What follows belongs to an exercise in optimizing a design on an open flow for small area, a short achievable clock period and few clock cycles per item; a production flow would make more cautious choices.
At most, simulation tests tie the RTL to the original design; equivalence was not proved.

==> inputs of v17 <==
==> flow/design.v <==
package simonPkg;
	localparam int wordBits = 16;
	localparam int keyWords = 4;
	localparam int rounds = 32;
	localparam int perClk = 4;
	localparam int clks = (rounds + perClk - 1) / perClk;
	localparam int cntBits = (clks > 2) ? $clog2(clks) : 1;
	localparam int lastRounds = rounds - perClk * (clks - 1);
	localparam int expLast = (28 + perClk - 1) / perClk - 1;
	localparam int expOff = 28 - perClk * expLast;
	localparam logic [61:0] zSeq =
		62'b11111010_00100101_01100001_11001101_11110100_01001010_11000011_100110;
	localparam logic [wordBits-1:0] keyConst = 16'hfffc;
endpackage
module simonTop
(
	input logic clk,
	input logic nR,
	input logic newData,
	input logic newKey,
	input logic readData,
	input logic [31:0] inData,
	input logic [7:0] infoIn,
	input logic [7:0] countIn,
	input logic [63:0] key,
	output logic [31:0] outData,
	output logic [7:0] infoOut,
	output logic [7:0] countOut,
	output logic doneData,
	output logic keyReady
);
	localparam int P = simonPkg::perClk;
	localparam int CB = simonPkg::cntBits;
	function automatic logic [15:0] roundF(logic [15:0] x);
		roundF = ({x[14:0], x[15]} & {x[7:0], x[15:8]}) ^ {x[13:0], x[15:14]};
	endfunction
	function automatic logic [63:0] roundsP(logic [31:0] s, logic [16*P-1:0] kw, int n);
		logic [15:0] a;
		logic [15:0] b;
		logic [15:0] t;
		a = s[31:16];
		b = s[15:0];
		roundsP = '0;
		for (int r = 0; r < P; r++)
		begin
			t = (b ^ kw[16*r +: 16]) ^ roundF(a);
			b = a;
			a = t;
			if (r == n - 1)
			begin
				roundsP[63:32] = {a, b};
			end
		end
		roundsP[31:0] = {a, b};
	endfunction
	function automatic logic [15:0] ror(logic [15:0] x, int n);
		ror = (x >> n) | (x << (16 - n));
	endfunction
	function automatic logic [16*(P+4)-1:0] stepP(logic [63:0] x, logic fwd, logic [P-1:0] zb);
		logic [16*(P+4)-1:0] q;
		logic [15:0] d1;
		logic [15:0] d3;
		q = '0;
		q[63:0] = x;
		for (int i = 0; i < P; i++)
		begin
			d1 = q[16*(i+1) +: 16] ^ ror(q[16*(i+1) +: 16], 1);
			d3 = q[16*(i+3) +: 16] ^ ror(q[16*(i+3) +: 16], 1);
			q[16*(i+4) +: 16] = (q[16*i +: 16] ^ simonPkg::keyConst ^ {15'b0, zb[i]})
				^ (fwd ? d1 : ror(d1, 3)) ^ (fwd ? ror(d3, 3) : d3);
		end
		stepP = q;
	endfunction
	function automatic logic [63:0] revWords(logic [63:0] x);
		revWords = {x[15:0], x[31:16], x[47:32], x[63:48]};
	endfunction
	function automatic logic [P-1:0] zBits(logic [CB-1:0] c, logic fwd);
		int j;
		for (int s = 0; s < P; s++)
		begin
			j = P * int'(c) + s;
			if (!fwd)
			begin
				j = 27 - j;
			end
			zBits[s] = (j >= 0 && j < 62) ? simonPkg::zSeq[61 - j] : 1'b0;
		end
	endfunction
	logic prevData;
	logic prevKey;
	logic dataRise;
	logic keyRise;
	logic busy;
	logic first;
	logic expand;
	logic resInS;
	logic [CB-1:0] cnt;
	logic [CB-1:0] cntNext;
	logic fwdNext;
	logic selK;
	logic selE;
	logic [P-1:0] zb;
	logic [31:0] S;
	logic [31:0] Sin;
	logic [7:0] sInfo;
	logic [7:0] sCount;
	logic [63:0] W;
	logic [63:0] K;
	logic [63:0] E;
	logic [63:0] X;
	logic [16*(P+4)-1:0] Q;
	logic [63:0] RR;
	logic [31:0] RP;
	logic [31:0] RL;
	logic [31:0] O;
	logic [7:0] oInfo;
	logic [7:0] oCount;
	logic enc;
	logic lastCyc;
	logic expLast;
	logic finish;
	assign dataRise = newData && !prevData;
	assign keyRise = newKey && !prevKey;
	assign enc = sInfo[6];
	assign lastCyc = (cnt == CB'(simonPkg::clks - 1));
	assign expLast = (cnt == CB'(simonPkg::expLast));
	assign finish = busy && lastCyc && !doneData;
	assign X = selK ? K : (selE ? E : W);
	assign Q = stepP(X, !busy || enc, zb);
	assign Sin = (first && !enc) ? {S[15:0], S[31:16]} : S;
	assign RR = roundsP(Sin, Q[16*P-1:0], simonPkg::lastRounds);
	assign RP = RR[31:0];
	assign RL = RR[63:32];
	always_comb
	begin
		cntNext = cnt + CB'(1);
		fwdNext = !busy || enc;
		if (keyRise || (!busy && !expand))
		begin
			cntNext = '0;
			fwdNext = keyRise || infoIn[6];
		end
	end
	always_ff @(posedge clk or negedge nR)
	begin
		if (!nR)
		begin
			prevData <= 1'b0;
			prevKey <= 1'b0;
			busy <= 1'b0;
			first <= 1'b0;
			expand <= 1'b0;
			resInS <= 1'b0;
			cnt <= '0;
			selK <= 1'b0;
			selE <= 1'b0;
			zb <= '0;
			keyReady <= 1'b0;
			doneData <= 1'b0;
		end
		else
		begin
			prevData <= newData;
			prevKey <= newKey;
			first <= 1'b0;
			selK <= 1'b0;
			selE <= 1'b0;
			zb <= zBits(cntNext, fwdNext);
			if (keyRise)
			begin
				expand <= 1'b1;
				keyReady <= 1'b0;
				cnt <= '0;
			end
			else if (expand)
			begin
				cnt <= cnt + CB'(1);
				selE <= 1'b1;
				if (expLast)
				begin
					expand <= 1'b0;
					keyReady <= 1'b1;
					cnt <= '0;
				end
			end
			else if (!busy)
			begin
				if (dataRise)
				begin
					busy <= 1'b1;
					first <= 1'b1;
					selK <= infoIn[6];
					selE <= !infoIn[6];
					cnt <= '0;
				end
			end
			else if (!lastCyc)
			begin
				cnt <= cnt + CB'(1);
			end
			else if (finish)
			begin
				busy <= 1'b0;
				resInS <= 1'b0;
				cnt <= '0;
			end
			else
			begin
				resInS <= 1'b1;
			end
			if (finish)
			begin
				doneData <= 1'b1;
			end
			else if (readData)
			begin
				doneData <= 1'b0;
			end
		end
	end
	always_ff @(posedge clk)
	begin
		if (!busy)
		begin
			S <= inData;
			sInfo <= infoIn;
			sCount <= countIn;
		end
		else if (!resInS)
		begin
			S <= lastCyc ? RL : RP;
		end
		if (busy)
		begin
			W <= Q[16*P +: 64];
		end
		else
		begin
			W <= key;
		end
		if (expand && cnt == '0)
		begin
			K <= W;
		end
		if (expand)
		begin
			E <= expLast ? revWords(Q[16*simonPkg::expOff +: 64]) : Q[16*P +: 64];
		end
		if (finish)
		begin
			O <= resInS ? S : RL;
			oInfo <= sInfo ^ 8'h10;
			oCount <= sCount;
		end
	end
	assign outData = oInfo[6] ? O : {O[15:0], O[31:16]};
	assign infoOut = oInfo;
	assign countOut = oCount;
endmodule
==> flow/run.sh <==
#!/bin/bash
# synth_recipe.tcl (not shown) runs the flow's synth.tcl, then flattens the netlist and writes it again
# the make line also repeats each setting of config.mk as NAME=value (left out here)
make -C /OpenROAD-flow-scripts/flow DESIGN_CONFIG=/design/flow/config.mk WORK_HOME=/design/flow/orfs CLKGATE_MAP_FILE= SYNTH_SCRIPT=/design/flow/synth_recipe.tcl finish
==> flow/config.mk <==
export PLATFORM = sky130hd
export DESIGN_NAME = simonTop
export DESIGN_NICKNAME = simonTop
export VERILOG_FILES = /design/flow/design.v
export SDC_FILE = /design/flow/constraint.sdc
export NUM_CORES = 4
export LEC_CHECK = 0
export CAP_MARGIN = 20
export CORE_MARGIN = 2
export CORE_UTILIZATION = 50
export PLACE_DENSITY = 0.6
export SETUP_SLACK_MARGIN = 3.5
export SLEW_MARGIN = 20
==> flow/constraint.sdc <==
create_clock -name core_clock -period 7.0 [get_ports {clk}]
set_input_delay 1.4000 -clock core_clock [delete_from_list [all_inputs] [get_ports {clk}]]
set_output_delay 1.4000 -clock core_clock [all_outputs]
set_load 0.01 [all_outputs]
==> inputs of v15, as changes to v17 <==
==> flow/design.v (replaced) <==
package simonPkg;
	localparam int wordBits = 16;
	localparam int keyWords = 4;
	localparam int rounds = 32;
	localparam logic [61:0] zSeq =
		62'b11111010_00100101_01100001_11001101_11110100_01001010_11000011_100110;
	localparam logic [wordBits-1:0] keyConst = 16'hfffc;
endpackage
module simonTop
(
	input logic clk,
	input logic nR,
	input logic newData,
	input logic newKey,
	input logic readData,
	input logic [31:0] inData,
	input logic [7:0] infoIn,
	input logic [7:0] countIn,
	input logic [63:0] key,
	output logic [31:0] outData,
	output logic [7:0] infoOut,
	output logic [7:0] countOut,
	output logic doneData,
	output logic keyReady
);
	function automatic logic [15:0] roundF(logic [15:0] x);
		roundF = ({x[14:0], x[15]} & {x[7:0], x[15:8]}) ^ {x[13:0], x[15:14]};
	endfunction
	function automatic logic [31:0] rounds4(logic [31:0] s, logic [63:0] kw);
		logic [15:0] a;
		logic [15:0] b;
		logic [15:0] t;
		a = s[31:16];
		b = s[15:0];
		for (int r = 0; r < 4; r++)
		begin
			t = b ^ roundF(a) ^ kw[16*r +: 16];
			b = a;
			a = t;
		end
		rounds4 = {a, b};
	endfunction
	function automatic logic [63:0] step4(logic [63:0] x, logic fwd, logic [3:0] zb);
		logic [15:0] q [8];
		logic [15:0] p;
		logic [15:0] o;
		logic [15:0] t;
		for (int i = 0; i < 4; i++)
		begin
			q[i] = x[16*i +: 16];
		end
		for (int i = 0; i < 4; i++)
		begin
			p = fwd ? q[i+3] : q[i+1];
			o = fwd ? q[i+1] : q[i+3];
			t = {p[2:0], p[15:3]} ^ o;
			q[i+4] = q[i] ^ t ^ {t[0], t[15:1]} ^ simonPkg::keyConst ^ {15'b0, zb[i]};
		end
		step4 = {q[7], q[6], q[5], q[4]};
	endfunction
	function automatic logic [63:0] revWords(logic [63:0] x);
		revWords = {x[15:0], x[31:16], x[47:32], x[63:48]};
	endfunction
	logic prevData;
	logic prevKey;
	logic dataRise;
	logic keyRise;
	logic busy;
	logic expand;
	logic [2:0] cnt;
	logic [31:0] S;
	logic [7:0] sInfo;
	logic [7:0] sCount;
	logic [63:0] W;
	logic [63:0] K;
	logic [63:0] E;
	logic [63:0] X;
	logic [63:0] Wn;
	logic [31:0] R4;
	logic [31:0] O;
	logic [7:0] oInfo;
	logic [7:0] oCount;
	logic enc;
	logic [3:0] zb;
	logic [4:0] zi;
	logic lastCyc;
	logic finish;
	logic resInS;
	assign dataRise = newData && !prevData;
	assign keyRise = newKey && !prevKey;
	assign enc = sInfo[6];
	assign lastCyc = (cnt == 3'd7);
	assign finish = busy && lastCyc && !doneData;
	always_comb
	begin
		for (int s = 0; s < 4; s++)
		begin
			zi = 5'(4 * int'(cnt) + s);
			if (busy && !enc)
			begin
				zi = 5'(27) - zi;
			end
			zb[s] = simonPkg::zSeq[61 - int'(zi)];
		end
	end
	assign X = (busy && cnt == 3'd0) ? (enc ? K : E) : W;
	assign Wn = step4(X, !busy || enc, zb);
	assign R4 = rounds4(S, X);
	always_ff @(posedge clk or negedge nR)
	begin
		if (!nR)
		begin
			prevData <= 1'b0;
			resInS <= 1'b0;
			prevKey <= 1'b0;
			busy <= 1'b0;
			expand <= 1'b0;
			cnt <= '0;
			keyReady <= 1'b0;
			doneData <= 1'b0;
			resInS <= 1'b0;
		end
		else
		begin
			prevData <= newData;
			prevKey <= newKey;
			if (keyRise)
			begin
				expand <= 1'b1;
				keyReady <= 1'b0;
				cnt <= '0;
			end
			else if (expand)
			begin
				cnt <= cnt + 3'd1;
				if (cnt == 3'd6)
				begin
					expand <= 1'b0;
					keyReady <= 1'b1;
					cnt <= '0;
				end
			end
			else if (!busy)
			begin
				if (dataRise)
				begin
					busy <= 1'b1;
					cnt <= '0;
				end
			end
			else if (!lastCyc)
			begin
				cnt <= cnt + 3'd1;
			end
			else if (finish)
			begin
				busy <= 1'b0;
				resInS <= 1'b0;
				cnt <= '0;
			end
			else
			begin
				resInS <= 1'b1;
			end
			if (finish)
			begin
				doneData <= 1'b1;
			end
			else if (readData)
			begin
				doneData <= 1'b0;
			end
		end
	end
	always_ff @(posedge clk)
	begin
		if (!busy)
		begin
			S <= infoIn[6] ? inData : {inData[15:0], inData[31:16]};
			sInfo <= infoIn;
			sCount <= countIn;
		end
		else if (!resInS)
		begin
			S <= R4;
		end
		if (keyRise || !(busy || expand))
		begin
			W <= key;
		end
		else
		begin
			W <= Wn;
		end
		if (expand && cnt == 3'd0)
		begin
			K <= W;
		end
		if (expand && cnt == 3'd6)
		begin
			E <= revWords(Wn);
		end
		if (finish)
		begin
			O <= resInS ? S : R4;
			oInfo <= sInfo ^ 8'h10;
			oCount <= sCount;
		end
	end
	assign outData = oInfo[6] ? O : {O[15:0], O[31:16]};
	assign infoOut = oInfo;
	assign countOut = oCount;
endmodule
--- a/flow/config.mk
+++ b/flow/config.mk
@@ -7,7 +7,6 @@
 export LEC_CHECK = 0
 export CAP_MARGIN = 20
 export CORE_MARGIN = 2
-export CORE_UTILIZATION = 50
-export PLACE_DENSITY = 0.6
-export SETUP_SLACK_MARGIN = 3.5
+export CORE_UTILIZATION = 25
+export PLACE_DENSITY = 0.35
 export SLEW_MARGIN = 20
==> run_results.csv <==
group,metric,value,unit
run_status,run_status,"complete, no violations",
drt,drtIter0Drc,894,
grt,grt_pass1_vias,14700,
placed_design,gp_congestion,0.885,
timing,rsz0062_at_grt,"false",
floorplanning,core,0.0787,mm2
critical_path,cp_slowest_stage_delay,690,ps
timing,skew,33.0,ps
critical_path,arrival,7210,ps
grt,grt_pass1_wl,116000,um
placed_design,dpl_cell_area,0.0235,mm2
layout,clock_buffers,55,
yosys,muxShareOfSynthArea,13.3,%
grt,antenna_found_initial,1,
[end of results for v15]
==> run_results.csv <==
group,metric,value,unit
run_status,run_status,"complete, no violations",
yosys,muxShareOfSynthArea,18.8,%
critical_path,arrival,5520,ps
critical_path,cp_slowest_stage_delay,530,ps
floorplanning,core,0.0406,mm2
timing,skew,21.0,ps
layout,clock_buffers,48,
yosys,syn_avg_cell_area,11.8,um2
placed_design,dpl_cell_area,0.0233,mm2
grt,antenna_found_initial,0,
yosys,synth_area_leaders,"edfxtp_1 (28%), xnor2_1 (11%), dfxtp_1 (9.4%)",
grt,grt_pass1_vias,15700,
[end of results for v17]
Testbench counts of v15, summed over its fixed seeds: cycles 3,656, items 384.
For v17, only the layout was checked, not whether the RTL still works.

## re-timing with driven ports
The results above use ideal ports. As a check the final layouts listed here were re-extracted and re-timed, cells and wires unchanged. Step 1, drivers: a clkbuf_16 drives clk and a buf_2 each remaining input, both assumed. Step 2 adds t to the input delays and takes it off the output delays; t is the mean of the earliest and latest rising clock arrival at the registers after step 1. Input paths then give back, and output paths get back, about the clock's delay inside the block. a / b / c = ideal / step 1 / step 2; a / b = the first two.
| run | t, ns | setup slack, ns | clock arrival spread, ns | slew at the worst register clock pin (ns) | cell pins on the clock port's net |
|---|---|---|---|---|---|
| v17 | 0.607 | 1.738 / 1.738 / 1.738 | 0.021 / 0.021 | 0.07 / 0.07 | 1 |
| v15 | 0.641 | 0.252 / 0.252 / 0.252 | 0.033 / 0.033 | 0.07 / 0.07 | 1 |
After both steps every run listed still meets setup and hold.
